Source: an optimization exercise on an open RTL-to-GDS flow (aim: small area, a short achievable clock period and few clock cycles). Production flows keep margins and buffers that such runs may drop. The RTL was checked by simulation tests, not by an equivalence proof against the original design. Power figures rest on the tool's default switching activity, not on a simulated workload.

## flow/design.v (module list and top-level ports; edited modules follow where they fit)
// module conv_line_buffer: 23 lines
// module conv2d_stream: 7850 lines
// module booth_sel: 9 lines
// module booth_xq: 7 lines
// module csa_fa: 10 lines
// module csa_ha: 9 lines
module conv2d_stream
#(
  parameter int IMG_W  = 28,
  parameter int IMG_H  = 28,
  parameter int K      = 3,
  parameter int N_FILT = 4,
  parameter int PIX_W  = cnn_pkg::CNN_PIX_W,
  parameter int WT_W   = 8,
  parameter int OUT_W  = 16,
  parameter int SHIFT  = 4
) (
  input  logic                         clk,
  input  logic                         reset,
  input  logic                         in_valid,
  output logic                         in_ready,
  input  logic [PIX_W-1:0]             in_pix,
  input  logic                         wt_we,
  input  logic [((N_FILT*K*K > 1) ? $clog2(N_FILT*K*K) : 1)-1:0] wt_addr,
  input  logic [WT_W-1:0]              wt_data,
  output logic                         out_valid,
  input  logic                         out_ready,
  output logic [N_FILT*OUT_W-1:0]      out_data,
  output logic                         busy,
  output logic                         frame_done
);
  // ...
==> flow/run.sh <==
#!/bin/bash
# synth_recipe.tcl (not shown) runs the flow's synth.tcl, then flattens the netlist and writes it again
# the make line also repeats each setting of config.mk as NAME=value (left out here)
make -C /OpenROAD-flow-scripts/flow DESIGN_CONFIG=/design/flow/config.mk WORK_HOME=/design/flow/orfs CLKGATE_MAP_FILE= SYNTH_SCRIPT=/design/flow/synth_recipe.tcl finish
==> flow/config.mk <==
export PLATFORM = sky130hd
export DESIGN_NAME = conv2d_stream
export DESIGN_NICKNAME = conv2d_stream
export VERILOG_FILES = /design/flow/design.v
export SDC_FILE = /design/flow/constraint.sdc
export NUM_CORES = 4
export LEC_CHECK = 0
export CAP_MARGIN = 20
export CORE_MARGIN = 2
export CORE_UTILIZATION = 55
export SETUP_SLACK_MARGIN = 5
export SLEW_MARGIN = 20
export SYNTH_HIERARCHICAL = 1
==> flow/constraint.sdc <==
create_clock -name core_clock -period 9.0 [get_ports {clk}]
set_input_delay 1.8000 -clock core_clock [delete_from_list [all_inputs] [get_ports {clk}]]
set_output_delay 1.8000 -clock core_clock [all_outputs]
set_load 0.01 [all_outputs]
==> out/qor.json, run 1 <==
{
  "wirelength": {"value": 299000, "unit": "um"},
  "area_occupied_by_multi_input_gates": {"value": 52000, "unit": "um^2"},
  "p_clk_frac": {"value": 0.245},
  "fill_cells": {"value": 12100},
  "syn-num-nets": {"value": 7689},
  "cp_data_arrival_time": {"value": 4570, "unit": "ps"},
  "share_comb_of_total_power": {"value": 0.406},
  "synth-xor-area-share": {"value": 0.119},
  "number_of_buffer_and_inverter_instances_along_the_worst_setup_path": {"value": 0},
  "netSwitchingFraction": {"value": 0.352},
  "worst_path_required_time": {"value": 9520, "unit": "ps"},
  "run_status": {"value": "timing/DRC/antenna clean"},
  "layout.clock.cell_area_share": {"value": 0.0451},
  "use_met3": {"value": 0.0802},
  "reg2regPathDepth": {"value": 7},
  "max-cap-violations": {"value": 0},
  "vias": {"value": 58700},
  "initial_core_util": {"value": 0.554},
  "cell_types_with_the_highest_counts_after_synthesis": {"value": "fa_1, o22ai_1, edfxtp_1"},
  "grt_use_met2": {"value": 0.528},
  "post-place-cells": {"value": 8432},
  "critical_path.most_common_cell": {"value": "fa_1"},
  "cts_repair_resize_count": {"value": 87},
  "hold_viol": {"value": 0},
  "vdd.ir_drop.worst": {"value": 421, "unit": "uV"},
  "avgViaCountPerCell": {"value": 6.54},
  "cts_sinks": {"value": 1310},
  "synthesis.area_per_instance": {"value": 14.7, "unit": "um^2"},
  "hold_path_startpoint": {"value": "u_lb.sr[353]$_DFFE_PP_"},
  "fraction_of_registers_with_async_set_or_reset_after_synthesis": {"value": 0},
  "synth_top_family_by_area": {"value": "adder cells"},
  "insertion_delay": {"value": 820, "unit": "ps"},
  "final_design_area_no_fill": {"value": 104000, "unit": "um^2"},
  "num-nonclk-buffers": {"value": 475},
  "crit_path_cell_trace": {"value": "xnor2_1, o22ai_1, fa_1, fa_1, fa_1, fa_1, fa_1"},
  "synth_edf_count": {"value": 1234}
}
Testbench counts, summed over its fixed seeds: cycles 18,896.
==> run 2, diff against run 1 <==
--- a/flow/design.v
+++ b/flow/design.v
@@ -139,29 +139,653 @@
     for (int k = 0; k < NW; k++) begin
       bon[k] = wenc_n[k][3:0];
       btn[k] = wenc_n[k][7:4];
       bnn[k] = wenc_n[k][11:8];
     end
   end
   logic [10:0] xp_f0;
   logic [8:0] xpn_f0;
-  always_ff @(posedge clk) xp_f0 <= 11'd512 + 11'((10'(!bnn[0][0]) << 0) + (10'(!bnn[0][1]) << 2) + (10'(!bnn[0][2]) << 4) + (10'(!bnn[0][3]) << 6) + (10'(!bnn[1][0]) << 0) + (10'(!bnn[1][1]) << 2) + (10'(!bnn[1][2]) << 4) + (10'(!bnn[1][3]) << 6) + (10'(!bnn[2][0]) << 0) + (10'(!bnn[2][1]) << 2) + (10'(!bnn[2][2]) << 4) + (10'(!bnn[2][3]) << 6) + (10'(!bnn[3][0]) << 0) + (10'(!bnn[3][1]) << 2) + (10'(!bnn[3][2]) << 4) + (10'(!bnn[3][3]) << 6) + (10'(!bnn[4][0]) << 0) + (10'(!bnn[4][1]) << 2) + (10'(!bnn[4][2]) << 4) + (10'(!bnn[4][3]) << 6) + (10'(!bnn[5][0]) << 0) + (10'(!bnn[5][1]) << 2) + (10'(!bnn[5][2]) << 4) + (10'(!bnn[5][3]) << 6) + (10'(!bnn[6][0]) << 0) + (10'(!bnn[6][1]) << 2) + (10'(!bnn[6][2]) << 4) + (10'(!bnn[6][3]) << 6) + (10'(!bnn[7][0]) << 0) + (10'(!bnn[7][1]) << 2) + (10'(!bnn[7][2]) << 4) + (10'(!bnn[7][3]) << 6) + (10'(!bnn[8][0]) << 0) + (10'(!bnn[8][1]) << 2) + (10'(!bnn[8][2]) << 4) + (10'(!bnn[8][3]) << 6));
+  logic xneg_f0_0_0;
+  assign xneg_f0_0_0 = !bnn[0][0];
+  logic xneg_f0_0_1;
+  assign xneg_f0_0_1 = !bnn[0][1];
+  logic xneg_f0_0_2;
+  assign xneg_f0_0_2 = !bnn[0][2];
+  logic xneg_f0_0_3;
+  assign xneg_f0_0_3 = !bnn[0][3];
+  logic xneg_f0_1_0;
+  assign xneg_f0_1_0 = !bnn[1][0];
+  logic xneg_f0_1_1;
+  assign xneg_f0_1_1 = !bnn[1][1];
+  logic xneg_f0_1_2;
+  assign xneg_f0_1_2 = !bnn[1][2];
+  logic xneg_f0_1_3;
+  assign xneg_f0_1_3 = !bnn[1][3];
+  logic xneg_f0_2_0;
+  assign xneg_f0_2_0 = !bnn[2][0];
+  logic xneg_f0_2_1;
+  assign xneg_f0_2_1 = !bnn[2][1];
+  logic xneg_f0_2_2;
+  assign xneg_f0_2_2 = !bnn[2][2];
+  logic xneg_f0_2_3;
+  assign xneg_f0_2_3 = !bnn[2][3];
+  logic xneg_f0_3_0;
+  assign xneg_f0_3_0 = !bnn[3][0];
+  logic xneg_f0_3_1;
+  assign xneg_f0_3_1 = !bnn[3][1];
+  logic xneg_f0_3_2;
+  assign xneg_f0_3_2 = !bnn[3][2];
+  logic xneg_f0_3_3;
+  assign xneg_f0_3_3 = !bnn[3][3];
+  logic xneg_f0_4_0;
+  assign xneg_f0_4_0 = !bnn[4][0];
+  logic xneg_f0_4_1;
+  assign xneg_f0_4_1 = !bnn[4][1];
+  logic xneg_f0_4_2;
+  assign xneg_f0_4_2 = !bnn[4][2];
+  logic xneg_f0_4_3;
+  assign xneg_f0_4_3 = !bnn[4][3];
+  logic xneg_f0_5_0;
+  assign xneg_f0_5_0 = !bnn[5][0];
+  logic xneg_f0_5_1;
+  assign xneg_f0_5_1 = !bnn[5][1];
+  logic xneg_f0_5_2;
+  assign xneg_f0_5_2 = !bnn[5][2];
+  logic xneg_f0_5_3;
+  assign xneg_f0_5_3 = !bnn[5][3];
+  logic xneg_f0_6_0;
+  assign xneg_f0_6_0 = !bnn[6][0];
+  logic xneg_f0_6_1;
+  assign xneg_f0_6_1 = !bnn[6][1];
+  logic xneg_f0_6_2;
+  assign xneg_f0_6_2 = !bnn[6][2];
+  logic xneg_f0_6_3;
+  assign xneg_f0_6_3 = !bnn[6][3];
+  logic xneg_f0_7_0;
+  assign xneg_f0_7_0 = !bnn[7][0];
+  logic xneg_f0_7_1;
+  assign xneg_f0_7_1 = !bnn[7][1];
+  logic xneg_f0_7_2;
+  assign xneg_f0_7_2 = !bnn[7][2];
+  logic xneg_f0_7_3;
+  assign xneg_f0_7_3 = !bnn[7][3];
+  logic xneg_f0_8_0;
+  assign xneg_f0_8_0 = !bnn[8][0];
+  logic xneg_f0_8_1;
+  assign xneg_f0_8_1 = !bnn[8][1];
+  logic xneg_f0_8_2;
+  assign xneg_f0_8_2 = !bnn[8][2];
+  logic xneg_f0_8_3;
+  assign xneg_f0_8_3 = !bnn[8][3];
+  logic x0_1;
+  logic x0_2;
+  logic x0_3;
+  logic x0_4;
+  logic x0_5;
+  logic x0_6;
+  logic x0_7;
+  logic x0_8;
+  logic x0_9;
+  logic x0_10;
+  logic x0_11;
+  logic x0_12;
+  logic x0_13;
+  logic x0_14;
+  logic x0_15;
+  logic x0_16;
+  logic x0_17;
+  logic x0_18;
+  logic x0_19;
+  logic x0_20;
+  logic x0_21;
+  logic x0_22;
+  logic x0_23;
+  logic x0_24;
+  logic x0_25;
+  logic x0_26;
+  logic x0_27;
+  logic x0_28;
+  logic x0_29;
+  logic x0_30;
+  logic x0_31;
+  logic x0_32;
+  logic x0_33;
+  logic x0_34;
+  logic x0_35;
+  logic x0_36;
+  logic x0_37;
+  logic x0_38;
+  logic x0_39;
+  logic x0_40;
+  logic x0_41;
+  logic x0_42;
+  logic x0_43;
+  logic x0_44;
+  logic x0_45;
+  logic x0_46;
+  logic x0_47;
+  logic x0_48;
+  logic x0_49;
+  logic x0_50;
+  logic x0_51;
+  logic x0_52;
+  logic x0_53;
+  logic x0_54;
+  logic x0_55;
+  logic x0_56;
+  csa_fa u_x0_1 (.a(xneg_f0_0_0), .b(xneg_f0_1_0), .c(xneg_f0_2_0), .s(x0_1), .co(x0_2));
+  csa_ha u_x0_3 (.a(xneg_f0_3_0), .b(xneg_f0_4_0), .s(x0_3), .co(x0_4));
+  csa_fa u_x0_5 (.a(xneg_f0_0_1), .b(xneg_f0_1_1), .c(xneg_f0_2_1), .s(x0_5), .co(x0_6));
+  csa_ha u_x0_7 (.a(xneg_f0_3_1), .b(xneg_f0_4_1), .s(x0_7), .co(x0_8));
+  csa_fa u_x0_9 (.a(xneg_f0_0_2), .b(xneg_f0_1_2), .c(xneg_f0_2_2), .s(x0_9), .co(x0_10));
+  csa_ha u_x0_11 (.a(xneg_f0_3_2), .b(xneg_f0_4_2), .s(x0_11), .co(x0_12));
+  csa_fa u_x0_13 (.a(xneg_f0_0_3), .b(xneg_f0_1_3), .c(xneg_f0_2_3), .s(x0_13), .co(x0_14));
+  csa_ha u_x0_15 (.a(xneg_f0_3_3), .b(xneg_f0_4_3), .s(x0_15), .co(x0_16));
+  csa_fa u_x0_17 (.a(xneg_f0_5_0), .b(xneg_f0_6_0), .c(xneg_f0_7_0), .s(x0_17), .co(x0_18));
+  csa_fa u_x0_19 (.a(xneg_f0_5_1), .b(xneg_f0_6_1), .c(xneg_f0_7_1), .s(x0_19), .co(x0_20));
+  csa_fa u_x0_21 (.a(xneg_f0_5_2), .b(xneg_f0_6_2), .c(xneg_f0_7_2), .s(x0_21), .co(x0_22));
+  csa_fa u_x0_23 (.a(xneg_f0_5_3), .b(xneg_f0_6_3), .c(xneg_f0_7_3), .s(x0_23), .co(x0_24));
+  csa_ha u_x0_25 (.a(xneg_f0_8_0), .b(x0_1), .s(x0_25), .co(x0_26));
+  csa_ha u_x0_27 (.a(x0_2), .b(x0_4), .s(x0_27), .co(x0_28));
+  csa_fa u_x0_29 (.a(xneg_f0_8_1), .b(x0_5), .c(x0_7), .s(x0_29), .co(x0_30));
+  csa_ha u_x0_31 (.a(x0_6), .b(x0_8), .s(x0_31), .co(x0_32));
+  csa_fa u_x0_33 (.a(xneg_f0_8_2), .b(x0_9), .c(x0_11), .s(x0_33), .co(x0_34));
+  csa_ha u_x0_35 (.a(x0_10), .b(x0_12), .s(x0_35), .co(x0_36));
+  csa_fa u_x0_37 (.a(xneg_f0_8_3), .b(x0_13), .c(x0_15), .s(x0_37), .co(x0_38));
+  csa_ha u_x0_39 (.a(x0_14), .b(x0_16), .s(x0_39), .co(x0_40));
+  csa_ha u_x0_41 (.a(x0_3), .b(x0_17), .s(x0_41), .co(x0_42));
+  csa_fa u_x0_43 (.a(x0_18), .b(x0_26), .c(x0_27), .s(x0_43), .co(x0_44));
+  csa_fa u_x0_45 (.a(x0_19), .b(x0_28), .c(x0_29), .s(x0_45), .co(x0_46));
+  csa_fa u_x0_47 (.a(x0_20), .b(x0_30), .c(x0_31), .s(x0_47), .co(x0_48));
+  csa_fa u_x0_49 (.a(x0_21), .b(x0_32), .c(x0_33), .s(x0_49), .co(x0_50));
+  csa_fa u_x0_51 (.a(x0_22), .b(x0_34), .c(x0_35), .s(x0_51), .co(x0_52));
+  csa_fa u_x0_53 (.a(x0_23), .b(x0_36), .c(x0_37), .s(x0_53), .co(x0_54));
+  csa_fa u_x0_55 (.a(x0_24), .b(x0_38), .c(x0_39), .s(x0_55), .co(x0_56));
+  always_ff @(posedge clk) xp_f0 <= {1'b0, 1'b0, x0_40, x0_54, x0_52, x0_50, x0_48, x0_46, x0_44, x0_42, x0_25} + {1'b0, 1'b0, x0_56, x0_55, x0_53, x0_51, x0_49, x0_47, x0_45, x0_43, x0_41} + 11'd512;
   assign xpn_f0 = ~xp_f0[8:0];
   logic [10:0] xp_f1;
   logic [8:0] xpn_f1;
-  always_ff @(posedge clk) xp_f1 <= 11'd512 + 11'((10'(!bnn[9][0]) << 0) + (10'(!bnn[9][1]) << 2) + (10'(!bnn[9][2]) << 4) + (10'(!bnn[9][3]) << 6) + (10'(!bnn[10][0]) << 0) + (10'(!bnn[10][1]) << 2) + (10'(!bnn[10][2]) << 4) + (10'(!bnn[10][3]) << 6) + (10'(!bnn[11][0]) << 0) + (10'(!bnn[11][1]) << 2) + (10'(!bnn[11][2]) << 4) + (10'(!bnn[11][3]) << 6) + (10'(!bnn[12][0]) << 0) + (10'(!bnn[12][1]) << 2) + (10'(!bnn[12][2]) << 4) + (10'(!bnn[12][3]) << 6) + (10'(!bnn[13][0]) << 0) + (10'(!bnn[13][1]) << 2) + (10'(!bnn[13][2]) << 4) + (10'(!bnn[13][3]) << 6) + (10'(!bnn[14][0]) << 0) + (10'(!bnn[14][1]) << 2) + (10'(!bnn[14][2]) << 4) + (10'(!bnn[14][3]) << 6) + (10'(!bnn[15][0]) << 0) + (10'(!bnn[15][1]) << 2) + (10'(!bnn[15][2]) << 4) + (10'(!bnn[15][3]) << 6) + (10'(!bnn[16][0]) << 0) + (10'(!bnn[16][1]) << 2) + (10'(!bnn[16][2]) << 4) + (10'(!bnn[16][3]) << 6) + (10'(!bnn[17][0]) << 0) + (10'(!bnn[17][1]) << 2) + (10'(!bnn[17][2]) << 4) + (10'(!bnn[17][3]) << 6));
+  logic xneg_f1_0_0;
+  assign xneg_f1_0_0 = !bnn[9][0];
+  logic xneg_f1_0_1;
+  assign xneg_f1_0_1 = !bnn[9][1];
+  logic xneg_f1_0_2;
+  assign xneg_f1_0_2 = !bnn[9][2];
+  logic xneg_f1_0_3;
+  assign xneg_f1_0_3 = !bnn[9][3];
+  logic xneg_f1_1_0;
+  assign xneg_f1_1_0 = !bnn[10][0];
+  logic xneg_f1_1_1;
+  assign xneg_f1_1_1 = !bnn[10][1];
+  logic xneg_f1_1_2;
+  assign xneg_f1_1_2 = !bnn[10][2];
+  logic xneg_f1_1_3;
+  assign xneg_f1_1_3 = !bnn[10][3];
+  logic xneg_f1_2_0;
+  assign xneg_f1_2_0 = !bnn[11][0];
+  logic xneg_f1_2_1;
+  assign xneg_f1_2_1 = !bnn[11][1];
+  logic xneg_f1_2_2;
+  assign xneg_f1_2_2 = !bnn[11][2];
+  logic xneg_f1_2_3;
+  assign xneg_f1_2_3 = !bnn[11][3];
+  logic xneg_f1_3_0;
+  assign xneg_f1_3_0 = !bnn[12][0];
+  logic xneg_f1_3_1;
+  assign xneg_f1_3_1 = !bnn[12][1];
+  logic xneg_f1_3_2;
+  assign xneg_f1_3_2 = !bnn[12][2];
+  logic xneg_f1_3_3;
+  assign xneg_f1_3_3 = !bnn[12][3];
+  logic xneg_f1_4_0;
+  assign xneg_f1_4_0 = !bnn[13][0];
+  logic xneg_f1_4_1;
+  assign xneg_f1_4_1 = !bnn[13][1];
+  logic xneg_f1_4_2;
+  assign xneg_f1_4_2 = !bnn[13][2];
+  logic xneg_f1_4_3;
+  assign xneg_f1_4_3 = !bnn[13][3];
+  logic xneg_f1_5_0;
+  assign xneg_f1_5_0 = !bnn[14][0];
+  logic xneg_f1_5_1;
+  assign xneg_f1_5_1 = !bnn[14][1];
+  logic xneg_f1_5_2;
+  assign xneg_f1_5_2 = !bnn[14][2];
+  logic xneg_f1_5_3;
+  assign xneg_f1_5_3 = !bnn[14][3];
+  logic xneg_f1_6_0;
+  assign xneg_f1_6_0 = !bnn[15][0];
+  logic xneg_f1_6_1;
+  assign xneg_f1_6_1 = !bnn[15][1];
+  logic xneg_f1_6_2;
+  assign xneg_f1_6_2 = !bnn[15][2];
+  logic xneg_f1_6_3;
+  assign xneg_f1_6_3 = !bnn[15][3];
+  logic xneg_f1_7_0;
+  assign xneg_f1_7_0 = !bnn[16][0];
+  logic xneg_f1_7_1;
+  assign xneg_f1_7_1 = !bnn[16][1];
+  logic xneg_f1_7_2;
+  assign xneg_f1_7_2 = !bnn[16][2];
+  logic xneg_f1_7_3;
+  assign xneg_f1_7_3 = !bnn[16][3];
+  logic xneg_f1_8_0;
+  assign xneg_f1_8_0 = !bnn[17][0];
+  logic xneg_f1_8_1;
+  assign xneg_f1_8_1 = !bnn[17][1];
+  logic xneg_f1_8_2;
+  assign xneg_f1_8_2 = !bnn[17][2];
+  logic xneg_f1_8_3;
+  assign xneg_f1_8_3 = !bnn[17][3];
+  logic x1_1;
+  logic x1_2;
+  logic x1_3;
+  logic x1_4;
+  logic x1_5;
+  logic x1_6;
+  logic x1_7;
+  logic x1_8;
+  logic x1_9;
+  logic x1_10;
+  logic x1_11;
+  logic x1_12;
+  logic x1_13;
+  logic x1_14;
+  logic x1_15;
+  logic x1_16;
+  logic x1_17;
+  logic x1_18;
+  logic x1_19;
+  logic x1_20;
+  logic x1_21;
+  logic x1_22;
+  logic x1_23;
+  logic x1_24;
+  logic x1_25;
+  logic x1_26;
+  logic x1_27;
+  logic x1_28;
+  logic x1_29;
+  logic x1_30;
+  logic x1_31;
+  logic x1_32;
+  logic x1_33;
+  logic x1_34;
+  logic x1_35;
+  logic x1_36;
+  logic x1_37;
+  logic x1_38;
+  logic x1_39;
+  logic x1_40;
+  logic x1_41;
+  logic x1_42;
+  logic x1_43;
+  logic x1_44;
+  logic x1_45;
+  logic x1_46;
+  logic x1_47;
+  logic x1_48;
+  logic x1_49;
+  logic x1_50;
+  logic x1_51;
+  logic x1_52;
+  logic x1_53;
+  logic x1_54;
+  logic x1_55;
+  logic x1_56;
+  csa_fa u_x1_1 (.a(xneg_f1_0_0), .b(xneg_f1_1_0), .c(xneg_f1_2_0), .s(x1_1), .co(x1_2));
+  csa_ha u_x1_3 (.a(xneg_f1_3_0), .b(xneg_f1_4_0), .s(x1_3), .co(x1_4));
+  csa_fa u_x1_5 (.a(xneg_f1_0_1), .b(xneg_f1_1_1), .c(xneg_f1_2_1), .s(x1_5), .co(x1_6));
+  csa_ha u_x1_7 (.a(xneg_f1_3_1), .b(xneg_f1_4_1), .s(x1_7), .co(x1_8));
+  csa_fa u_x1_9 (.a(xneg_f1_0_2), .b(xneg_f1_1_2), .c(xneg_f1_2_2), .s(x1_9), .co(x1_10));
+  csa_ha u_x1_11 (.a(xneg_f1_3_2), .b(xneg_f1_4_2), .s(x1_11), .co(x1_12));
+  csa_fa u_x1_13 (.a(xneg_f1_0_3), .b(xneg_f1_1_3), .c(xneg_f1_2_3), .s(x1_13), .co(x1_14));
+  csa_ha u_x1_15 (.a(xneg_f1_3_3), .b(xneg_f1_4_3), .s(x1_15), .co(x1_16));
+  csa_fa u_x1_17 (.a(xneg_f1_5_0), .b(xneg_f1_6_0), .c(xneg_f1_7_0), .s(x1_17), .co(x1_18));
+  csa_fa u_x1_19 (.a(xneg_f1_5_1), .b(xneg_f1_6_1), .c(xneg_f1_7_1), .s(x1_19), .co(x1_20));
+  csa_fa u_x1_21 (.a(xneg_f1_5_2), .b(xneg_f1_6_2), .c(xneg_f1_7_2), .s(x1_21), .co(x1_22));
+  csa_fa u_x1_23 (.a(xneg_f1_5_3), .b(xneg_f1_6_3), .c(xneg_f1_7_3), .s(x1_23), .co(x1_24));
+  csa_ha u_x1_25 (.a(xneg_f1_8_0), .b(x1_1), .s(x1_25), .co(x1_26));
+  csa_ha u_x1_27 (.a(x1_2), .b(x1_4), .s(x1_27), .co(x1_28));
+  csa_fa u_x1_29 (.a(xneg_f1_8_1), .b(x1_5), .c(x1_7), .s(x1_29), .co(x1_30));
+  csa_ha u_x1_31 (.a(x1_6), .b(x1_8), .s(x1_31), .co(x1_32));
+  csa_fa u_x1_33 (.a(xneg_f1_8_2), .b(x1_9), .c(x1_11), .s(x1_33), .co(x1_34));
+  csa_ha u_x1_35 (.a(x1_10), .b(x1_12), .s(x1_35), .co(x1_36));
+  csa_fa u_x1_37 (.a(xneg_f1_8_3), .b(x1_13), .c(x1_15), .s(x1_37), .co(x1_38));
+  csa_ha u_x1_39 (.a(x1_14), .b(x1_16), .s(x1_39), .co(x1_40));
+  csa_ha u_x1_41 (.a(x1_3), .b(x1_17), .s(x1_41), .co(x1_42));
+  csa_fa u_x1_43 (.a(x1_18), .b(x1_26), .c(x1_27), .s(x1_43), .co(x1_44));
+  csa_fa u_x1_45 (.a(x1_19), .b(x1_28), .c(x1_29), .s(x1_45), .co(x1_46));
+  csa_fa u_x1_47 (.a(x1_20), .b(x1_30), .c(x1_31), .s(x1_47), .co(x1_48));
+  csa_fa u_x1_49 (.a(x1_21), .b(x1_32), .c(x1_33), .s(x1_49), .co(x1_50));
+  csa_fa u_x1_51 (.a(x1_22), .b(x1_34), .c(x1_35), .s(x1_51), .co(x1_52));
+  csa_fa u_x1_53 (.a(x1_23), .b(x1_36), .c(x1_37), .s(x1_53), .co(x1_54));
+  csa_fa u_x1_55 (.a(x1_24), .b(x1_38), .c(x1_39), .s(x1_55), .co(x1_56));
+  always_ff @(posedge clk) xp_f1 <= {1'b0, 1'b0, x1_40, x1_54, x1_52, x1_50, x1_48, x1_46, x1_44, x1_42, x1_25} + {1'b0, 1'b0, x1_56, x1_55, x1_53, x1_51, x1_49, x1_47, x1_45, x1_43, x1_41} + 11'd512;
   assign xpn_f1 = ~xp_f1[8:0];
   logic [10:0] xp_f2;
   logic [8:0] xpn_f2;
-  always_ff @(posedge clk) xp_f2 <= 11'd512 + 11'((10'(!bnn[18][0]) << 0) + (10'(!bnn[18][1]) << 2) + (10'(!bnn[18][2]) << 4) + (10'(!bnn[18][3]) << 6) + (10'(!bnn[19][0]) << 0) + (10'(!bnn[19][1]) << 2) + (10'(!bnn[19][2]) << 4) + (10'(!bnn[19][3]) << 6) + (10'(!bnn[20][0]) << 0) + (10'(!bnn[20][1]) << 2) + (10'(!bnn[20][2]) << 4) + (10'(!bnn[20][3]) << 6) + (10'(!bnn[21][0]) << 0) + (10'(!bnn[21][1]) << 2) + (10'(!bnn[21][2]) << 4) + (10'(!bnn[21][3]) << 6) + (10'(!bnn[22][0]) << 0) + (10'(!bnn[22][1]) << 2) + (10'(!bnn[22][2]) << 4) + (10'(!bnn[22][3]) << 6) + (10'(!bnn[23][0]) << 0) + (10'(!bnn[23][1]) << 2) + (10'(!bnn[23][2]) << 4) + (10'(!bnn[23][3]) << 6) + (10'(!bnn[24][0]) << 0) + (10'(!bnn[24][1]) << 2) + (10'(!bnn[24][2]) << 4) + (10'(!bnn[24][3]) << 6) + (10'(!bnn[25][0]) << 0) + (10'(!bnn[25][1]) << 2) + (10'(!bnn[25][2]) << 4) + (10'(!bnn[25][3]) << 6) + (10'(!bnn[26][0]) << 0) + (10'(!bnn[26][1]) << 2) + (10'(!bnn[26][2]) << 4) + (10'(!bnn[26][3]) << 6));
+  logic xneg_f2_0_0;
+  assign xneg_f2_0_0 = !bnn[18][0];
+  logic xneg_f2_0_1;
+  assign xneg_f2_0_1 = !bnn[18][1];
+  logic xneg_f2_0_2;
+  assign xneg_f2_0_2 = !bnn[18][2];
+  logic xneg_f2_0_3;
+  assign xneg_f2_0_3 = !bnn[18][3];
+  logic xneg_f2_1_0;
+  assign xneg_f2_1_0 = !bnn[19][0];
+  logic xneg_f2_1_1;
+  assign xneg_f2_1_1 = !bnn[19][1];
+  logic xneg_f2_1_2;
+  assign xneg_f2_1_2 = !bnn[19][2];
+  logic xneg_f2_1_3;
+  assign xneg_f2_1_3 = !bnn[19][3];
+  logic xneg_f2_2_0;
+  assign xneg_f2_2_0 = !bnn[20][0];
+  logic xneg_f2_2_1;
+  assign xneg_f2_2_1 = !bnn[20][1];
+  logic xneg_f2_2_2;
+  assign xneg_f2_2_2 = !bnn[20][2];
+  logic xneg_f2_2_3;
+  assign xneg_f2_2_3 = !bnn[20][3];
+  logic xneg_f2_3_0;
+  assign xneg_f2_3_0 = !bnn[21][0];
+  logic xneg_f2_3_1;
+  assign xneg_f2_3_1 = !bnn[21][1];
+  logic xneg_f2_3_2;
+  assign xneg_f2_3_2 = !bnn[21][2];
+  logic xneg_f2_3_3;
+  assign xneg_f2_3_3 = !bnn[21][3];
+  logic xneg_f2_4_0;
+  assign xneg_f2_4_0 = !bnn[22][0];
+  logic xneg_f2_4_1;
+  assign xneg_f2_4_1 = !bnn[22][1];
+  logic xneg_f2_4_2;
+  assign xneg_f2_4_2 = !bnn[22][2];
+  logic xneg_f2_4_3;
+  assign xneg_f2_4_3 = !bnn[22][3];
+  logic xneg_f2_5_0;
+  assign xneg_f2_5_0 = !bnn[23][0];
+  logic xneg_f2_5_1;
+  assign xneg_f2_5_1 = !bnn[23][1];
+  logic xneg_f2_5_2;
+  assign xneg_f2_5_2 = !bnn[23][2];
+  logic xneg_f2_5_3;
+  assign xneg_f2_5_3 = !bnn[23][3];
+  logic xneg_f2_6_0;
+  assign xneg_f2_6_0 = !bnn[24][0];
+  logic xneg_f2_6_1;
+  assign xneg_f2_6_1 = !bnn[24][1];
+  logic xneg_f2_6_2;
+  assign xneg_f2_6_2 = !bnn[24][2];
+  logic xneg_f2_6_3;
+  assign xneg_f2_6_3 = !bnn[24][3];
+  logic xneg_f2_7_0;
+  assign xneg_f2_7_0 = !bnn[25][0];
+  logic xneg_f2_7_1;
+  assign xneg_f2_7_1 = !bnn[25][1];
+  logic xneg_f2_7_2;
+  assign xneg_f2_7_2 = !bnn[25][2];
+  logic xneg_f2_7_3;
+  assign xneg_f2_7_3 = !bnn[25][3];
+  logic xneg_f2_8_0;
+  assign xneg_f2_8_0 = !bnn[26][0];
+  logic xneg_f2_8_1;
+  assign xneg_f2_8_1 = !bnn[26][1];
+  logic xneg_f2_8_2;
+  assign xneg_f2_8_2 = !bnn[26][2];
+  logic xneg_f2_8_3;
+  assign xneg_f2_8_3 = !bnn[26][3];
+  logic x2_1;
+  logic x2_2;
+  logic x2_3;
+  logic x2_4;
+  logic x2_5;
+  logic x2_6;
+  logic x2_7;
+  logic x2_8;
+  logic x2_9;
+  logic x2_10;
+  logic x2_11;
+  logic x2_12;
+  logic x2_13;
+  logic x2_14;
+  logic x2_15;
+  logic x2_16;
+  logic x2_17;
+  logic x2_18;
+  logic x2_19;
+  logic x2_20;
+  logic x2_21;
+  logic x2_22;
+  logic x2_23;
+  logic x2_24;
+  logic x2_25;
+  logic x2_26;
+  logic x2_27;
+  logic x2_28;
+  logic x2_29;
+  logic x2_30;
+  logic x2_31;
+  logic x2_32;
+  logic x2_33;
+  logic x2_34;
+  logic x2_35;
+  logic x2_36;
+  logic x2_37;
+  logic x2_38;
+  logic x2_39;
+  logic x2_40;
+  logic x2_41;
+  logic x2_42;
+  logic x2_43;
+  logic x2_44;
+  logic x2_45;
+  logic x2_46;
+  logic x2_47;
+  logic x2_48;
+  logic x2_49;
+  logic x2_50;
+  logic x2_51;
+  logic x2_52;
+  logic x2_53;
+  logic x2_54;
+  logic x2_55;
+  logic x2_56;
+  csa_fa u_x2_1 (.a(xneg_f2_0_0), .b(xneg_f2_1_0), .c(xneg_f2_2_0), .s(x2_1), .co(x2_2));
+  csa_ha u_x2_3 (.a(xneg_f2_3_0), .b(xneg_f2_4_0), .s(x2_3), .co(x2_4));
+  csa_fa u_x2_5 (.a(xneg_f2_0_1), .b(xneg_f2_1_1), .c(xneg_f2_2_1), .s(x2_5), .co(x2_6));
+  csa_ha u_x2_7 (.a(xneg_f2_3_1), .b(xneg_f2_4_1), .s(x2_7), .co(x2_8));
+  csa_fa u_x2_9 (.a(xneg_f2_0_2), .b(xneg_f2_1_2), .c(xneg_f2_2_2), .s(x2_9), .co(x2_10));
+  csa_ha u_x2_11 (.a(xneg_f2_3_2), .b(xneg_f2_4_2), .s(x2_11), .co(x2_12));
+  csa_fa u_x2_13 (.a(xneg_f2_0_3), .b(xneg_f2_1_3), .c(xneg_f2_2_3), .s(x2_13), .co(x2_14));
+  csa_ha u_x2_15 (.a(xneg_f2_3_3), .b(xneg_f2_4_3), .s(x2_15), .co(x2_16));
+  csa_fa u_x2_17 (.a(xneg_f2_5_0), .b(xneg_f2_6_0), .c(xneg_f2_7_0), .s(x2_17), .co(x2_18));
+  csa_fa u_x2_19 (.a(xneg_f2_5_1), .b(xneg_f2_6_1), .c(xneg_f2_7_1), .s(x2_19), .co(x2_20));
+  csa_fa u_x2_21 (.a(xneg_f2_5_2), .b(xneg_f2_6_2), .c(xneg_f2_7_2), .s(x2_21), .co(x2_22));
+  csa_fa u_x2_23 (.a(xneg_f2_5_3), .b(xneg_f2_6_3), .c(xneg_f2_7_3), .s(x2_23), .co(x2_24));
+  csa_ha u_x2_25 (.a(xneg_f2_8_0), .b(x2_1), .s(x2_25), .co(x2_26));
+  csa_ha u_x2_27 (.a(x2_2), .b(x2_4), .s(x2_27), .co(x2_28));
+  csa_fa u_x2_29 (.a(xneg_f2_8_1), .b(x2_5), .c(x2_7), .s(x2_29), .co(x2_30));
+  csa_ha u_x2_31 (.a(x2_6), .b(x2_8), .s(x2_31), .co(x2_32));
+  csa_fa u_x2_33 (.a(xneg_f2_8_2), .b(x2_9), .c(x2_11), .s(x2_33), .co(x2_34));
+  csa_ha u_x2_35 (.a(x2_10), .b(x2_12), .s(x2_35), .co(x2_36));
+  csa_fa u_x2_37 (.a(xneg_f2_8_3), .b(x2_13), .c(x2_15), .s(x2_37), .co(x2_38));
+  csa_ha u_x2_39 (.a(x2_14), .b(x2_16), .s(x2_39), .co(x2_40));
+  csa_ha u_x2_41 (.a(x2_3), .b(x2_17), .s(x2_41), .co(x2_42));
+  csa_fa u_x2_43 (.a(x2_18), .b(x2_26), .c(x2_27), .s(x2_43), .co(x2_44));
+  csa_fa u_x2_45 (.a(x2_19), .b(x2_28), .c(x2_29), .s(x2_45), .co(x2_46));
+  csa_fa u_x2_47 (.a(x2_20), .b(x2_30), .c(x2_31), .s(x2_47), .co(x2_48));
+  csa_fa u_x2_49 (.a(x2_21), .b(x2_32), .c(x2_33), .s(x2_49), .co(x2_50));
+  csa_fa u_x2_51 (.a(x2_22), .b(x2_34), .c(x2_35), .s(x2_51), .co(x2_52));
+  csa_fa u_x2_53 (.a(x2_23), .b(x2_36), .c(x2_37), .s(x2_53), .co(x2_54));
+  csa_fa u_x2_55 (.a(x2_24), .b(x2_38), .c(x2_39), .s(x2_55), .co(x2_56));
+  always_ff @(posedge clk) xp_f2 <= {1'b0, 1'b0, x2_40, x2_54, x2_52, x2_50, x2_48, x2_46, x2_44, x2_42, x2_25} + {1'b0, 1'b0, x2_56, x2_55, x2_53, x2_51, x2_49, x2_47, x2_45, x2_43, x2_41} + 11'd512;
   assign xpn_f2 = ~xp_f2[8:0];
   logic [10:0] xp_f3;
   logic [8:0] xpn_f3;
-  always_ff @(posedge clk) xp_f3 <= 11'd512 + 11'((10'(!bnn[27][0]) << 0) + (10'(!bnn[27][1]) << 2) + (10'(!bnn[27][2]) << 4) + (10'(!bnn[27][3]) << 6) + (10'(!bnn[28][0]) << 0) + (10'(!bnn[28][1]) << 2) + (10'(!bnn[28][2]) << 4) + (10'(!bnn[28][3]) << 6) + (10'(!bnn[29][0]) << 0) + (10'(!bnn[29][1]) << 2) + (10'(!bnn[29][2]) << 4) + (10'(!bnn[29][3]) << 6) + (10'(!bnn[30][0]) << 0) + (10'(!bnn[30][1]) << 2) + (10'(!bnn[30][2]) << 4) + (10'(!bnn[30][3]) << 6) + (10'(!bnn[31][0]) << 0) + (10'(!bnn[31][1]) << 2) + (10'(!bnn[31][2]) << 4) + (10'(!bnn[31][3]) << 6) + (10'(!bnn[32][0]) << 0) + (10'(!bnn[32][1]) << 2) + (10'(!bnn[32][2]) << 4) + (10'(!bnn[32][3]) << 6) + (10'(!bnn[33][0]) << 0) + (10'(!bnn[33][1]) << 2) + (10'(!bnn[33][2]) << 4) + (10'(!bnn[33][3]) << 6) + (10'(!bnn[34][0]) << 0) + (10'(!bnn[34][1]) << 2) + (10'(!bnn[34][2]) << 4) + (10'(!bnn[34][3]) << 6) + (10'(!bnn[35][0]) << 0) + (10'(!bnn[35][1]) << 2) + (10'(!bnn[35][2]) << 4) + (10'(!bnn[35][3]) << 6));
+  logic xneg_f3_0_0;
+  assign xneg_f3_0_0 = !bnn[27][0];
+  logic xneg_f3_0_1;
+  assign xneg_f3_0_1 = !bnn[27][1];
+  logic xneg_f3_0_2;
+  assign xneg_f3_0_2 = !bnn[27][2];
+  logic xneg_f3_0_3;
+  assign xneg_f3_0_3 = !bnn[27][3];
+  logic xneg_f3_1_0;
+  assign xneg_f3_1_0 = !bnn[28][0];
+  logic xneg_f3_1_1;
+  assign xneg_f3_1_1 = !bnn[28][1];
+  logic xneg_f3_1_2;
+  assign xneg_f3_1_2 = !bnn[28][2];
+  logic xneg_f3_1_3;
+  assign xneg_f3_1_3 = !bnn[28][3];
+  logic xneg_f3_2_0;
+  assign xneg_f3_2_0 = !bnn[29][0];
+  logic xneg_f3_2_1;
+  assign xneg_f3_2_1 = !bnn[29][1];
+  logic xneg_f3_2_2;
+  assign xneg_f3_2_2 = !bnn[29][2];
+  logic xneg_f3_2_3;
+  assign xneg_f3_2_3 = !bnn[29][3];
+  logic xneg_f3_3_0;
+  assign xneg_f3_3_0 = !bnn[30][0];
+  logic xneg_f3_3_1;
+  assign xneg_f3_3_1 = !bnn[30][1];
+  logic xneg_f3_3_2;
+  assign xneg_f3_3_2 = !bnn[30][2];
+  logic xneg_f3_3_3;
+  assign xneg_f3_3_3 = !bnn[30][3];
+  logic xneg_f3_4_0;
+  assign xneg_f3_4_0 = !bnn[31][0];
+  logic xneg_f3_4_1;
+  assign xneg_f3_4_1 = !bnn[31][1];
+  logic xneg_f3_4_2;
+  assign xneg_f3_4_2 = !bnn[31][2];
+  logic xneg_f3_4_3;
+  assign xneg_f3_4_3 = !bnn[31][3];
+  logic xneg_f3_5_0;
+  assign xneg_f3_5_0 = !bnn[32][0];
+  logic xneg_f3_5_1;
+  assign xneg_f3_5_1 = !bnn[32][1];
+  logic xneg_f3_5_2;
+  assign xneg_f3_5_2 = !bnn[32][2];
+  logic xneg_f3_5_3;
+  assign xneg_f3_5_3 = !bnn[32][3];
+  logic xneg_f3_6_0;
+  assign xneg_f3_6_0 = !bnn[33][0];
+  logic xneg_f3_6_1;
+  assign xneg_f3_6_1 = !bnn[33][1];
+  logic xneg_f3_6_2;
+  assign xneg_f3_6_2 = !bnn[33][2];
+  logic xneg_f3_6_3;
+  assign xneg_f3_6_3 = !bnn[33][3];
+  logic xneg_f3_7_0;
+  assign xneg_f3_7_0 = !bnn[34][0];
+  logic xneg_f3_7_1;
+  assign xneg_f3_7_1 = !bnn[34][1];
+  logic xneg_f3_7_2;
+  assign xneg_f3_7_2 = !bnn[34][2];
+  logic xneg_f3_7_3;
+  assign xneg_f3_7_3 = !bnn[34][3];
+  logic xneg_f3_8_0;
+  assign xneg_f3_8_0 = !bnn[35][0];
+  logic xneg_f3_8_1;
+  assign xneg_f3_8_1 = !bnn[35][1];
+  logic xneg_f3_8_2;
+  assign xneg_f3_8_2 = !bnn[35][2];
+  logic xneg_f3_8_3;
+  assign xneg_f3_8_3 = !bnn[35][3];
+  logic x3_1;
+  logic x3_2;
+  logic x3_3;
+  logic x3_4;
+  logic x3_5;
+  logic x3_6;
+  logic x3_7;
+  logic x3_8;
+  logic x3_9;
+  logic x3_10;
+  logic x3_11;
+  logic x3_12;
+  logic x3_13;
+  logic x3_14;
+  logic x3_15;
+  logic x3_16;
+  logic x3_17;
+  logic x3_18;
+  logic x3_19;
+  logic x3_20;
+  logic x3_21;
+  logic x3_22;
+  logic x3_23;
+  logic x3_24;
+  logic x3_25;
+  logic x3_26;
+  logic x3_27;
+  logic x3_28;
+  logic x3_29;
+  logic x3_30;
+  logic x3_31;
+  logic x3_32;
+  logic x3_33;
+  logic x3_34;
+  logic x3_35;
+  logic x3_36;
+  logic x3_37;
+  logic x3_38;
+  logic x3_39;
+  logic x3_40;
+  logic x3_41;
+  logic x3_42;
+  logic x3_43;
+  logic x3_44;
+  logic x3_45;
+  logic x3_46;
+  logic x3_47;
+  logic x3_48;
+  logic x3_49;
+  logic x3_50;
+  logic x3_51;
+  logic x3_52;
+  logic x3_53;
+  logic x3_54;
+  logic x3_55;
+  logic x3_56;
+  csa_fa u_x3_1 (.a(xneg_f3_0_0), .b(xneg_f3_1_0), .c(xneg_f3_2_0), .s(x3_1), .co(x3_2));
+  csa_ha u_x3_3 (.a(xneg_f3_3_0), .b(xneg_f3_4_0), .s(x3_3), .co(x3_4));
+  csa_fa u_x3_5 (.a(xneg_f3_0_1), .b(xneg_f3_1_1), .c(xneg_f3_2_1), .s(x3_5), .co(x3_6));
+  csa_ha u_x3_7 (.a(xneg_f3_3_1), .b(xneg_f3_4_1), .s(x3_7), .co(x3_8));
+  csa_fa u_x3_9 (.a(xneg_f3_0_2), .b(xneg_f3_1_2), .c(xneg_f3_2_2), .s(x3_9), .co(x3_10));
+  csa_ha u_x3_11 (.a(xneg_f3_3_2), .b(xneg_f3_4_2), .s(x3_11), .co(x3_12));
+  csa_fa u_x3_13 (.a(xneg_f3_0_3), .b(xneg_f3_1_3), .c(xneg_f3_2_3), .s(x3_13), .co(x3_14));
+  csa_ha u_x3_15 (.a(xneg_f3_3_3), .b(xneg_f3_4_3), .s(x3_15), .co(x3_16));
+  csa_fa u_x3_17 (.a(xneg_f3_5_0), .b(xneg_f3_6_0), .c(xneg_f3_7_0), .s(x3_17), .co(x3_18));
+  csa_fa u_x3_19 (.a(xneg_f3_5_1), .b(xneg_f3_6_1), .c(xneg_f3_7_1), .s(x3_19), .co(x3_20));
+  csa_fa u_x3_21 (.a(xneg_f3_5_2), .b(xneg_f3_6_2), .c(xneg_f3_7_2), .s(x3_21), .co(x3_22));
+  csa_fa u_x3_23 (.a(xneg_f3_5_3), .b(xneg_f3_6_3), .c(xneg_f3_7_3), .s(x3_23), .co(x3_24));
+  csa_ha u_x3_25 (.a(xneg_f3_8_0), .b(x3_1), .s(x3_25), .co(x3_26));
+  csa_ha u_x3_27 (.a(x3_2), .b(x3_4), .s(x3_27), .co(x3_28));
+  csa_fa u_x3_29 (.a(xneg_f3_8_1), .b(x3_5), .c(x3_7), .s(x3_29), .co(x3_30));
+  csa_ha u_x3_31 (.a(x3_6), .b(x3_8), .s(x3_31), .co(x3_32));
+  csa_fa u_x3_33 (.a(xneg_f3_8_2), .b(x3_9), .c(x3_11), .s(x3_33), .co(x3_34));
+  csa_ha u_x3_35 (.a(x3_10), .b(x3_12), .s(x3_35), .co(x3_36));
+  csa_fa u_x3_37 (.a(xneg_f3_8_3), .b(x3_13), .c(x3_15), .s(x3_37), .co(x3_38));
+  csa_ha u_x3_39 (.a(x3_14), .b(x3_16), .s(x3_39), .co(x3_40));
+  csa_ha u_x3_41 (.a(x3_3), .b(x3_17), .s(x3_41), .co(x3_42));
+  csa_fa u_x3_43 (.a(x3_18), .b(x3_26), .c(x3_27), .s(x3_43), .co(x3_44));
+  csa_fa u_x3_45 (.a(x3_19), .b(x3_28), .c(x3_29), .s(x3_45), .co(x3_46));
+  csa_fa u_x3_47 (.a(x3_20), .b(x3_30), .c(x3_31), .s(x3_47), .co(x3_48));
+  csa_fa u_x3_49 (.a(x3_21), .b(x3_32), .c(x3_33), .s(x3_49), .co(x3_50));
+  csa_fa u_x3_51 (.a(x3_22), .b(x3_34), .c(x3_35), .s(x3_51), .co(x3_52));
+  csa_fa u_x3_53 (.a(x3_23), .b(x3_36), .c(x3_37), .s(x3_53), .co(x3_54));
+  csa_fa u_x3_55 (.a(x3_24), .b(x3_38), .c(x3_39), .s(x3_55), .co(x3_56));
+  always_ff @(posedge clk) xp_f3 <= {1'b0, 1'b0, x3_40, x3_54, x3_52, x3_50, x3_48, x3_46, x3_44, x3_42, x3_25} + {1'b0, 1'b0, x3_56, x3_55, x3_53, x3_51, x3_49, x3_47, x3_45, x3_43, x3_41} + 11'd512;
   assign xpn_f3 = ~xp_f3[8:0];
   logic pp_f0_r0_c0_d0_0;
   logic pp_f0_r0_c0_d0_1;
   logic pp_f0_r0_c0_d0_2;
   logic pp_f0_r0_c0_d0_3;
   logic pp_f0_r0_c0_d0_4;
   logic pp_f0_r0_c0_d0_5;
   logic pp_f0_r0_c0_d0_6;
==> out/qor.json, run 2 <==
{
  "number_of_buffer_and_inverter_instances_along_the_worst_setup_path": {"value": 1, "change": "was 0"},
  "clk_pin_slew": {"value": 60, "unit": "ps", "change": "about the same"},
  "synth_cell_types": {"value": 66, "change": "was 67"},
  "dp_slack": {"value": 3640, "unit": "ps", "change": "was 3530 ps"},
  "syn-num-nets": {"value": 7585, "change": "was 7689"},
  "net-switching-power": {"value": 13.1, "unit": "mW", "change": "was 8.54 mW"},
  "globalRoute.totalOverflow": {"value": 0, "change": "unchanged"},
  "grt_start_max_net_pins": {"value": 180, "change": "was 184"},
  "io_buffer_count": {"value": 94, "change": "unchanged"},
  "cts_sinks": {"value": 1310, "change": "unchanged"},
  "critical_path.most_common_cell": {"value": "fa_1", "change": "unchanged"},
  "area_delta_synth_final": {"value": 15.1, "unit": "%", "change": "was 14.8%"},
  "floorplan.rows": {"value": 148, "change": "unchanged"},
  "cpPeakStageDelay": {"value": 660, "unit": "ps", "change": "was 620 ps"},
  "post_drt_wl_per_cell": {"value": 33.5, "unit": "um", "change": "was 33.2 um"},
  "cp_data_arrival_time": {"value": 4600, "unit": "ps", "change": "was 4570 ps"},
  "power.share.sequential": {"value": 0.287, "change": "was 0.349"},
  "die_width": {"value": 408, "unit": "um", "change": "was 409 um"},
  "intPower": {"value": 20.4, "unit": "mW", "change": "was 15.7 mW"},
  "type_of_element_capturing_the_critical_path": {"value": "flip-flop", "change": "unchanged"},
  "cell_types_with_the_highest_counts_after_synthesis": {"value": "fa_1, o22ai_1, edfxtp_1", "change": "unchanged"},
  "final.setup.worst_slack": {"value": 4940, "unit": "ps", "change": "was 4950 ps"},
  "crit_path_max_fanout": {"value": 16, "change": "was 11"},
  "run_status": {"value": "timing/DRC/antenna clean", "change": "unchanged"},
  "pwr_density_cell": {"value": 323, "unit": "nW/um^2", "change": "was 234 nW/um^2"},
  "routabilityCongestion": {"value": 1.02, "change": "was 1.01"},
  "detail_route.iter0.violations": {"value": 8546, "change": "was 8349"},
  "hold-worst-slack": {"value": 391, "unit": "ps", "change": "was 410 ps"},
  "timing.critical_path.from_type": {"value": "flip-flop", "change": "unchanged"},
  "worst_path_required_time": {"value": 9540, "unit": "ps", "change": "was 9520 ps"},
  "cts.htree.levels": {"value": 4, "change": "unchanged"},
  "avgViaCountPerCell": {"value": 6.52, "change": "was 6.54"},
  "yosysTopAreaCell": {"value": "edfxtp_1", "change": "unchanged"},
  "grt_antenna_before_repair": {"value": 10, "change": "was 8"},
  "vias": {"value": 58000, "change": "was 58.7k"},
  "final_nets": {"value": 8104, "change": "was 8231"},
  "clock_tree_from_tritoncts": {"value": "done", "change": "unchanged"},
  "period_needed": {"value": 4060, "unit": "ps", "change": "was 4050 ps"},
  "numCtsBuffers": {"value": 147, "change": "was 145"},
  "timing.final.max_slew_violations": {"value": 0, "change": "unchanged"},
  "dominantRegCellSynth": {"value": "edfxtp_1", "change": "unchanged"},
  "netSwitchingFraction": {"value": 0.391, "change": "was 0.352"},
  "initial_core_util": {"value": 0.553, "change": "was 0.554"},
  "post-synth-top-count-cell": {"value": "fa_1", "change": "unchanged"},
  "synth.yosys.warnings": {"value": 8, "change": "unchanged"},
  "pin_slew_with_the_least_headroom_to_its_limit": {"value": 1120, "unit": "ps", "change": "was 1160 ps"},
  "category_of_cells_accounting_for_the_largest_share_of_critical_path_delay": {"value": "adder cells", "change": "unchanged"},
  "crit_path_cell_trace": {"value": "buf_6, xnor2_1, o22ai_1, fa_1, fa_1, fa_1, fa_1, fa_1", "change": "was xnor2_1, o22ai_1, fa_1, fa_1, fa_1, fa_1, fa_1"},
  "hold_crit_path_type": {"value": "reg2reg", "change": "unchanged"},
  "finalSetupViolCount": {"value": 0, "change": "unchanged"},
  "via_count_of_the_first_global_routing_pass": {"value": 57900, "change": "was 58.6k"},
  "drt.antenna.violating_nets": {"value": 0, "change": "unchanged"},
  "max_slew_margin": {"value": 0.253, "change": "was 0.228"},
  "fill_cells": {"value": 12100, "change": "about the same"},
  "synthesis.area_per_instance": {"value": 14.8, "unit": "um^2", "change": "was 14.7 um^2"},
  "mostFrequentLayoutCells": {"value": "fa_1, edfxtp_1, o22ai_1", "change": "unchanged"},
  "layout_commonest_cell": {"value": "fa_1", "change": "unchanged"},
  "p_leak": {"value": 37.7, "unit": "nW", "change": "was 38.7 nW"},
  "netlist_instances": {"value": 6073, "change": "was 6149"},
  "grt_usage": {"value": 0.359, "change": "was 0.357"},
  "ys_seq_elements": {"value": 1310, "change": "unchanged"},
  "ys_top_cells_by_area": {"value": "edfxtp_1, fa_1, xnor2_1", "change": "unchanged"},
  "chipHeight": {"value": 408, "unit": "um", "change": "was 409 um"},
  "crit_slowest_cell": {"value": "fa_1", "change": "was edfxtp_1"},
  "p_clk_frac": {"value": 0.188, "change": "was 0.245"},
  "netlist_area": {"value": 89900, "unit": "um^2", "change": "was 90300 um^2"},
  "insertion_delay": {"value": 850, "unit": "ps", "change": "was 820 ps"},
  "criticalPathCategory": {"value": "reg2reg", "change": "unchanged"},
  "largest_registers": {"value": "u_lb.sr (464), wenc_n (432), out_data (64)", "change": "unchanged"},
  "share_comb_of_total_power": {"value": 0.525, "change": "was 0.406"},
  "core_area": {"value": 163000, "unit": "um^2", "change": "about the same"},
  "floorplan.die_area": {"value": 167000, "unit": "um^2", "change": "was 168000 um^2"},
  "pin_count": {"value": 95, "change": "unchanged"},
  "hold_viol": {"value": 0, "change": "unchanged"},
  "vdd.ir_drop.worst": {"value": 626, "unit": "uV", "change": "was 421 uV"},
  "drive_above_1_share": {"value": 0.130, "change": "was 0.131"},
  "wirelength": {"value": 298000, "unit": "um", "change": "was 299000 um"},
  "max_freq": {"value": 246, "unit": "MHz", "change": "was 247 MHz"},
  "clock_tree.buffer_depth": {"value": 3, "change": "unchanged"},
  "ctsRootBufferMaster": {"value": "clkbuf_16", "change": "unchanged"},
  "post_cts_hold_buffer_count": {"value": 0, "change": "unchanged"},
  "largest_reg_flops": {"value": 464, "change": "unchanged"},
  "seq_area_frac_synth": {"value": 0.429, "change": "was 0.427"},
  "max-cap-violations": {"value": 0, "change": "unchanged"},
  "unrepaired_setup_endpoints_after_global_routing": {"value": "yes", "change": "unchanged"},
  "final_routed_drc_violation_total": {"value": 0, "change": "unchanged"},
  "final.setup.tns": {"value": 0, "unit": "ps", "change": "unchanged"},
  "synth_top_area_share": {"value": 0.412, "change": "was 0.410"},
  "final_min_period_over_clock_period": {"value": 0.451, "change": "was 0.450"},
  "registers.top_by_ff_count": {"value": "u_lb.sr", "change": "unchanged"},
  "fraction_of_registers_with_async_set_or_reset_after_synthesis": {"value": 0, "change": "unchanged"},
  "drt_pre_antenna_iters": {"value": 11, "change": "was 6"},
  "synth_edf_count": {"value": 1234, "change": "unchanged"},
  "post-dp-hpwl": {"value": 221000, "unit": "um", "change": "was 223000 um"},
  "timing.clock.skew": {"value": 45.2, "unit": "ps", "change": "was 35.7 ps"},
  "global_route_wire_length_before_repair": {"value": 418000, "unit": "um", "change": "was 419000 um"}
}
-- run 2: changes by cell type after synthesis, moves of 12 or more --
cell / change
ha_1: -20
a21oi_1: +18
a21o_1: +37
nand2_1: -58
nor2_1: -18
inv_1: -15
xnor2_1: +12
-- run 2: what timing repair did --
item                                    in CTS  in global routing
endpoints found under the hold margin        0                  0
gates cloned                                 2                  1
buffers inserted                            90                173
resized for setup                          114                228
pin swaps                                    2                 14
endpoints found under the setup margin     830                199
-- run 2: modules after synthesis (local to each module, per instance), excerpt --
module / cells inside / times used
booth_sel: 1 / 1296
csa_ha: 1 / 64
booth_xq: 1 / 1152
csa_fa: 1 / 1308
conv2d_stream: 1725 / 1
-- run 2: power groups by stage --
stage	combinational (mW)	clock [mW]	sequential [mW]
4_1_cts	17.3	6.40	9.67
3_5_place_dp	17.2	0	9.80
6_report	17.5	6.29	9.61
5_1_grt	19.6	6.65	9.71
2_1_floorplan	11.5	0	9.66
3_3_place_gp	16.8	0	9.77
-- run 2: metal layers --
| metal | part of all wire | wire length (um) | vias up | track usage |
|---|---|---|---|---|
| met1 | 0.39 | 115000 | 29700 | 0.506 |
| met2 | 0.44 | 131000 | 3776 | 0.526 |
| met3 | 0.12 | 35400 | 723 | 0.0924 |
| li1 | - | - | 23800 | - |
| met5 | 0.00022 | 66 | - | 0 |
| met4 | 0.056 | 16700 | 8 | 0.167 |
-- run 2: final timing paths --
check,from,cells after the start,endpoint,slack (ps)
worst max-delay path,u_lb.sr[458]$_DFFE_PP_,8,bb_f1[37]$_DFFE_PP_,4940
worst min-delay path,u_lb.sr[58]$_DFFE_PP_,0,u_lb.sr[66]$_DFFE_PP_,390
worst max register to register,u_lb.sr[458]$_DFFE_PP_,8,bb_f1[37]$_DFFE_PP_,4940
worst min register to register,u_lb.sr[58]$_DFFE_PP_,0,u_lb.sr[66]$_DFFE_PP_,390
-- run 2: cell type report --
| type | count | area, um^2 | area share |
|---|---|---|---|
| Antenna cell | 2 | 5.00 | 0.0000483 |
| Clock buffer | 184 | 3910 | 0.0378 |
| Clock inverter | 90 | 1160 | 0.0113 |
| Inverter | 221 | 833 | 0.00805 |
| Multi-Input combinational cell | 4463 | 51500 | 0.497 |
| Sequential cell | 1310 | 38600 | 0.373 |
| Tap cell | 2175 | 2720 | 0.0263 |
| Timing Repair Buffer | 448 | 4840 | 0.0467 |
| Timing Repair inverter | 1 | 7.51 | 0.0000725 |
-- run 2: stage by stage --
step,utilization,power [mW],area [um^2],instances
CTS,0.617,33.4,100000,8718
floorplan,-,21.1,89900,6073
global placement,0.577,26.6,93900,8351
detailed placement,0.577,27.0,93900,8352
global route,0.637,35.9,104000,8892
finish,0.637,33.4,104000,8894
-- run 2: cell families (layout without fill, tap and decap cells) --
logic type,count (synthesis),count (layout),share of synthesized area
compound gates,1530,1530,0.108
xor+xnor,1230,1230,0.120
fa+ha+maj,1485,1485,0.316
buf+inv,301,944,0.0152
flops,1310,1310,0.429
mux,1,1,0.000125
other cells,0,2,0
simple gates,216,217,0.0120
Testbench counts of run 2, summed over its fixed seeds: cycles 18,896.
==> run 3, diff against run 2 <==
--- a/flow/config.mk
+++ b/flow/config.mk
@@ -8,6 +8,6 @@
 export CAP_MARGIN = 20
 export CORE_MARGIN = 2
 export CORE_UTILIZATION = 55
-export SETUP_SLACK_MARGIN = 5
+export SETUP_SLACK_MARGIN = 4.9
 export SLEW_MARGIN = 20
 export SYNTH_HIERARCHICAL = 1
==> out/qor.json, run 3 <==
{
  "clock_tree.buffer_depth": {"value": 3, "change": "unchanged"},
  "post-synth-top-count-cell": {"value": "fa_1", "change": "unchanged"},
  "pin_slew_with_the_least_headroom_to_its_limit": {"value": 1140, "unit": "ps", "change": "was 1120 ps"},
  "ys_seq_elements": {"value": 1310, "change": "unchanged"},
  "vdd.ir_drop.worst": {"value": 624, "unit": "uV", "change": "was 626 uV"},
  "cts.htree.levels": {"value": 4, "change": "unchanged"},
  "syn-num-nets": {"value": 7585, "change": "unchanged"},
  "clk_pin_slew": {"value": 60, "unit": "ps", "change": "about the same"},
  "clock_tree_from_tritoncts": {"value": "done", "change": "unchanged"},
  "drt_pre_antenna_iters": {"value": 8, "change": "was 11"},
  "final.setup.tns": {"value": 0, "unit": "ps", "change": "unchanged"},
  "timing.clock.skew": {"value": 41.2, "unit": "ps", "change": "was 45.2 ps"},
  "layout_commonest_cell": {"value": "fa_1", "change": "unchanged"},
  "die_width": {"value": 408, "unit": "um", "change": "unchanged"},
  "run_status": {"value": "timing/DRC/antenna clean", "change": "unchanged"},
  "unrepaired_setup_endpoints_after_global_routing": {"value": "yes", "change": "unchanged"},
  "dominantRegCellSynth": {"value": "edfxtp_1", "change": "unchanged"},
  "wirelength": {"value": 296000, "unit": "um", "change": "was 298000 um"},
  "global_route_wire_length_before_repair": {"value": 417000, "unit": "um", "change": "was 418000 um"},
  "initial_core_util": {"value": 0.553, "change": "unchanged"},
  "detail_route.iter0.violations": {"value": 8501, "change": "was 8546"},
  "registers.top_by_ff_count": {"value": "u_lb.sr", "change": "unchanged"},
  "synth_cell_types": {"value": 66, "change": "unchanged"},
  "grt_usage": {"value": 0.358, "change": "was 0.359"},
  "avgViaCountPerCell": {"value": 6.54, "change": "was 6.52"},
  "final_routed_drc_violation_total": {"value": 0, "change": "unchanged"},
  "hold_viol": {"value": 0, "change": "unchanged"},
  "final_min_period_over_clock_period": {"value": 0.457, "change": "was 0.451"},
  "largest_registers": {"value": "u_lb.sr (464), wenc_n (432), out_data (64)", "change": "unchanged"},
  "worst-r2r-setup-slack": {"value": 4890, "unit": "ps", "change": "was 4940 ps"},
  "mostFrequentLayoutCells": {"value": "fa_1, o22ai_1, edfxtp_1", "change": "was fa_1, edfxtp_1, o22ai_1"},
  "final_nets": {"value": 7991, "change": "was 8104"},
  "pwr_density_cell": {"value": 328, "unit": "nW/um^2", "change": "was 323 nW/um^2"},
  "synth.yosys.warnings": {"value": 8, "change": "unchanged"},
  "seq_area_frac_synth": {"value": 0.429, "change": "unchanged"},
  "routabilityCongestion": {"value": 1.02, "change": "unchanged"},
  "holdPathStages": {"value": 0, "change": "unchanged"},
  "crit_path_max_fanout": {"value": 17, "change": "was 16"},
  "grt_start_max_net_pins": {"value": 180, "change": "unchanged"},
  "max_freq": {"value": 243, "unit": "MHz", "change": "was 246 MHz"},
  "floorplan.rows": {"value": 148, "change": "unchanged"},
  "drive_above_1_share": {"value": 0.0890, "change": "was 0.130"},
  "synth_edf_count": {"value": 1234, "change": "unchanged"},
  "post_drt_wl_per_cell": {"value": 33.7, "unit": "um", "change": "was 33.5 um"},
  "utilization": {"value": 0.622, "change": "was 0.637"},
  "fraction_of_registers_with_async_set_or_reset_after_synthesis": {"value": 0, "change": "unchanged"},
  "synthesis.area_per_instance": {"value": 14.8, "unit": "um^2", "change": "unchanged"},
  "netlist_area": {"value": 89900, "unit": "um^2", "change": "unchanged"},
  "timing.critical_path.from_type": {"value": "flip-flop", "change": "unchanged"},
  "worst_path_required_time": {"value": 9540, "unit": "ps", "change": "about the same"},
  "numCtsBuffers": {"value": 147, "change": "unchanged"},
  "yosysTopAreaCell": {"value": "edfxtp_1", "change": "unchanged"},
  "core_area": {"value": 163000, "unit": "um^2", "change": "unchanged"},
  "ctsRootBufferMaster": {"value": "clkbuf_16", "change": "unchanged"},
  "cp_data_arrival_time": {"value": 4650, "unit": "ps", "change": "was 4600 ps"},
  "criticalPathCategory": {"value": "reg2reg", "change": "unchanged"},
  "grt_antenna_before_repair": {"value": 17, "change": "was 10"},
  "drt.antenna.violating_nets": {"value": 0, "change": "unchanged"},
  "cts_sinks": {"value": 1310, "change": "unchanged"},
  "timing.final.max_slew_violations": {"value": 0, "change": "unchanged"},
  "vias": {"value": 57500, "change": "was 58.0k"},
  "via_count_of_the_first_global_routing_pass": {"value": 57800, "change": "was 57.9k"},
  "globalRoute.totalOverflow": {"value": 0, "change": "unchanged"},
  "floorplan.die_area": {"value": 167000, "unit": "um^2", "change": "unchanged"},
  "max-cap-violations": {"value": 0, "change": "unchanged"},
  "reg2regPathDepth": {"value": 8, "change": "unchanged"},
  "hold_crit_path_type": {"value": "reg2reg", "change": "unchanged"},
  "period_needed": {"value": 4110, "unit": "ps", "change": "was 4060 ps"},
  "max_slew_margin": {"value": 0.238, "change": "was 0.253"},
  "ys_top_cells_by_area": {"value": "edfxtp_1, fa_1, xnor2_1", "change": "unchanged"},
  "chipHeight": {"value": 408, "unit": "um", "change": "unchanged"},
  "type_of_element_capturing_the_critical_path": {"value": "flip-flop", "change": "unchanged"},
  "insertion_delay": {"value": 840, "unit": "ps", "change": "was 850 ps"},
  "largest_reg_flops": {"value": 464, "change": "unchanged"},
  "finalSetupViolCount": {"value": 0, "change": "unchanged"},
  "synth_top_area_share": {"value": 0.412, "change": "unchanged"},
  "cell_types_with_the_highest_counts_after_synthesis": {"value": "fa_1, o22ai_1, edfxtp_1", "change": "unchanged"},
  "io_buffer_count": {"value": 94, "change": "unchanged"},
  "p_leak": {"value": 36.5, "unit": "nW", "change": "was 37.7 nW"},
  "post-dp-hpwl": {"value": 221000, "unit": "um", "change": "unchanged"},
  "area_delta_synth_final": {"value": 12.4, "unit": "%", "change": "was 15.1%"},
  "pin_count": {"value": 95, "change": "unchanged"},
  "netlist_instances": {"value": 6073, "change": "unchanged"}
}
-- run 3: changes by cell type in the layout (fill, tap and decap cells not counted), moves of 7 or more --
cell and delta:
buf_4 -54, xnor2_1 +65, fa_2 -55, clkbuf_8 +7
fa_1 +55, xnor2_2 -65, o22ai_2 -46, o22ai_1 +46
buf_12 -53
-- run 3: worst max-delay path, stage by stage (launching register included) --
cell,delay [ps]
edfxtp_1,370
clkbuf_8,320
xnor2_1,230
o22ai_1,320
fa_1,510
fa_1,570
fa_1,460
fa_1,580
fa_1,440
-- run 3: layout make-up --
type                    instances  area (um^2)
well taps                    2175         2720
fillers                     12400        61500
repair inverters                1         7.51
multi-input cells            4463        50500
repair buffers                335         3310
flip-flops and latches       1310        38600
diodes                          2         5.00
clock inverters                90         1160
inverters                     221          833
clock buffers                 184         3910
-- run 3: per-module statistics from Yosys, one instance, submodules excluded, excerpt --
module / flops+latches / cells / area, um^2 / times used
csa_ha: 0 / 1 / 12.5 / 64
booth_xq: 0 / 1 / 8.76 / 1152
conv2d_stream: 846 / 1725 / 30300 / 1
booth_sel: 0 / 1 / 6.26 / 1296
csa_fa: 0 / 1 / 20.0 / 1308
-- run 3: repair_timing --
action,CTS,global route
gates cloned,2,0
endpoints found under the setup margin,723,68
endpoints found under the hold margin,0,0
gates resized for setup,46,98
hold buffers,0,0
buffers inserted,64,87
pin swaps,1,2
-- run 3: layer usage --
metal / up-vias / global-route usage / wire length [um]
met4: 10 / 0.169 / 16700
met1: 29600 / 0.505 / 116000
li1: 23500 / - / -
met3: 699 / 0.0927 / 34000
met2: 3684 / 0.524 / 129000
met5: - / 0 / 72
-- run 3: power breakdown --
group	internal [mW]	switching, mW	leakage [nW]	total, mW
Combinational	7.68	9.58	22.3	17.3
Sequential	8.92	0.736	11.8	9.65
Clock	3.61	2.67	2.45	6.28
Total	20.2	13.0	36.5	33.2
-- run 3: final timing paths --
kind | from | endpoint
max | u_lb.sr[446]$_DFFE_PP_ | bb_f1[25]$_DFFE_PP_
min | u_lb.sr[58]$_DFFE_PP_ | u_lb.sr[66]$_DFFE_PP_
max reg2reg | u_lb.sr[446]$_DFFE_PP_ | bb_f1[25]$_DFFE_PP_
min reg2reg | u_lb.sr[58]$_DFFE_PP_ | u_lb.sr[66]$_DFFE_PP_
-- run 3: logic make-up (layout without fill, tap and decap cells) --
kind of cell | after synthesis | count (layout) | synth area share
flip-flops | 1310 | 1310 | 0.429
multiplexers | 1 | 1 | 0.000125
AO/OA/AOI/OAI | 1530 | 1530 | 0.108
adder cells (fa/ha/maj) | 1485 | 1485 | 0.316
buffers and inverters | 301 | 831 | 0.0152
XOR/XNOR | 1230 | 1230 | 0.120
other | 0 | 2 | 0
AND/OR/NAND/NOR | 216 | 217 | 0.0120
-- run 3: metrics by stage --
step | worst slack [ps] | area (um^2) | total power [mW] | hold slack [ps] | instances
detailed placement | 3640 | 93900 | 27.0 | 405 | 8352
finish | 4890 | 101000 | 33.2 | 388 | 8781
floorplan | 921 | 89900 | 21.1 | 400 | 6073
global route | 4830 | 101000 | 35.7 | 394 | 8779
global placement | 3700 | 93900 | 26.6 | 401 | 8351
CTS | 4890 | 99700 | 33.4 | 390 | 8692

[static timing again, ports no longer ideal]
Ports are ideal in the flow. The routed layouts listed here were re-timed in OpenROAD.
Step 1 (the two cells are an assumption about what drives the block):
set clk [get_ports {clk}]
set_driving_cell -lib_cell sky130_fd_sc_hd__clkbuf_16 $clk
set_driving_cell -lib_cell sky130_fd_sc_hd__buf_2 [delete_from_list [all_inputs] $clk]
Step 2 times the ports against the registers' clock, not the clock port: input delays grow and output delays shrink by t, the midpoint of the rising clock arrivals with the driver on.
Three values: ideal, step 1, step 2; two values: the first two.
run | shift t [ns] | setup slack, ns | cell pins on the clock port's net
run 1 | 0.893 | 4.948 / 4.948 / 4.324 | 1
run 2 | 0.916 | 4.940 / 4.940 / 4.294 | 1
run 3 | 0.915 | 4.887 / 4.887 / 4.183 | 1
After both steps setup and hold are still met in every run listed. For run 3, which loses most, drivers alone change the setup slack by 0.000 ns; drivers and shift together by -0.704 ns.
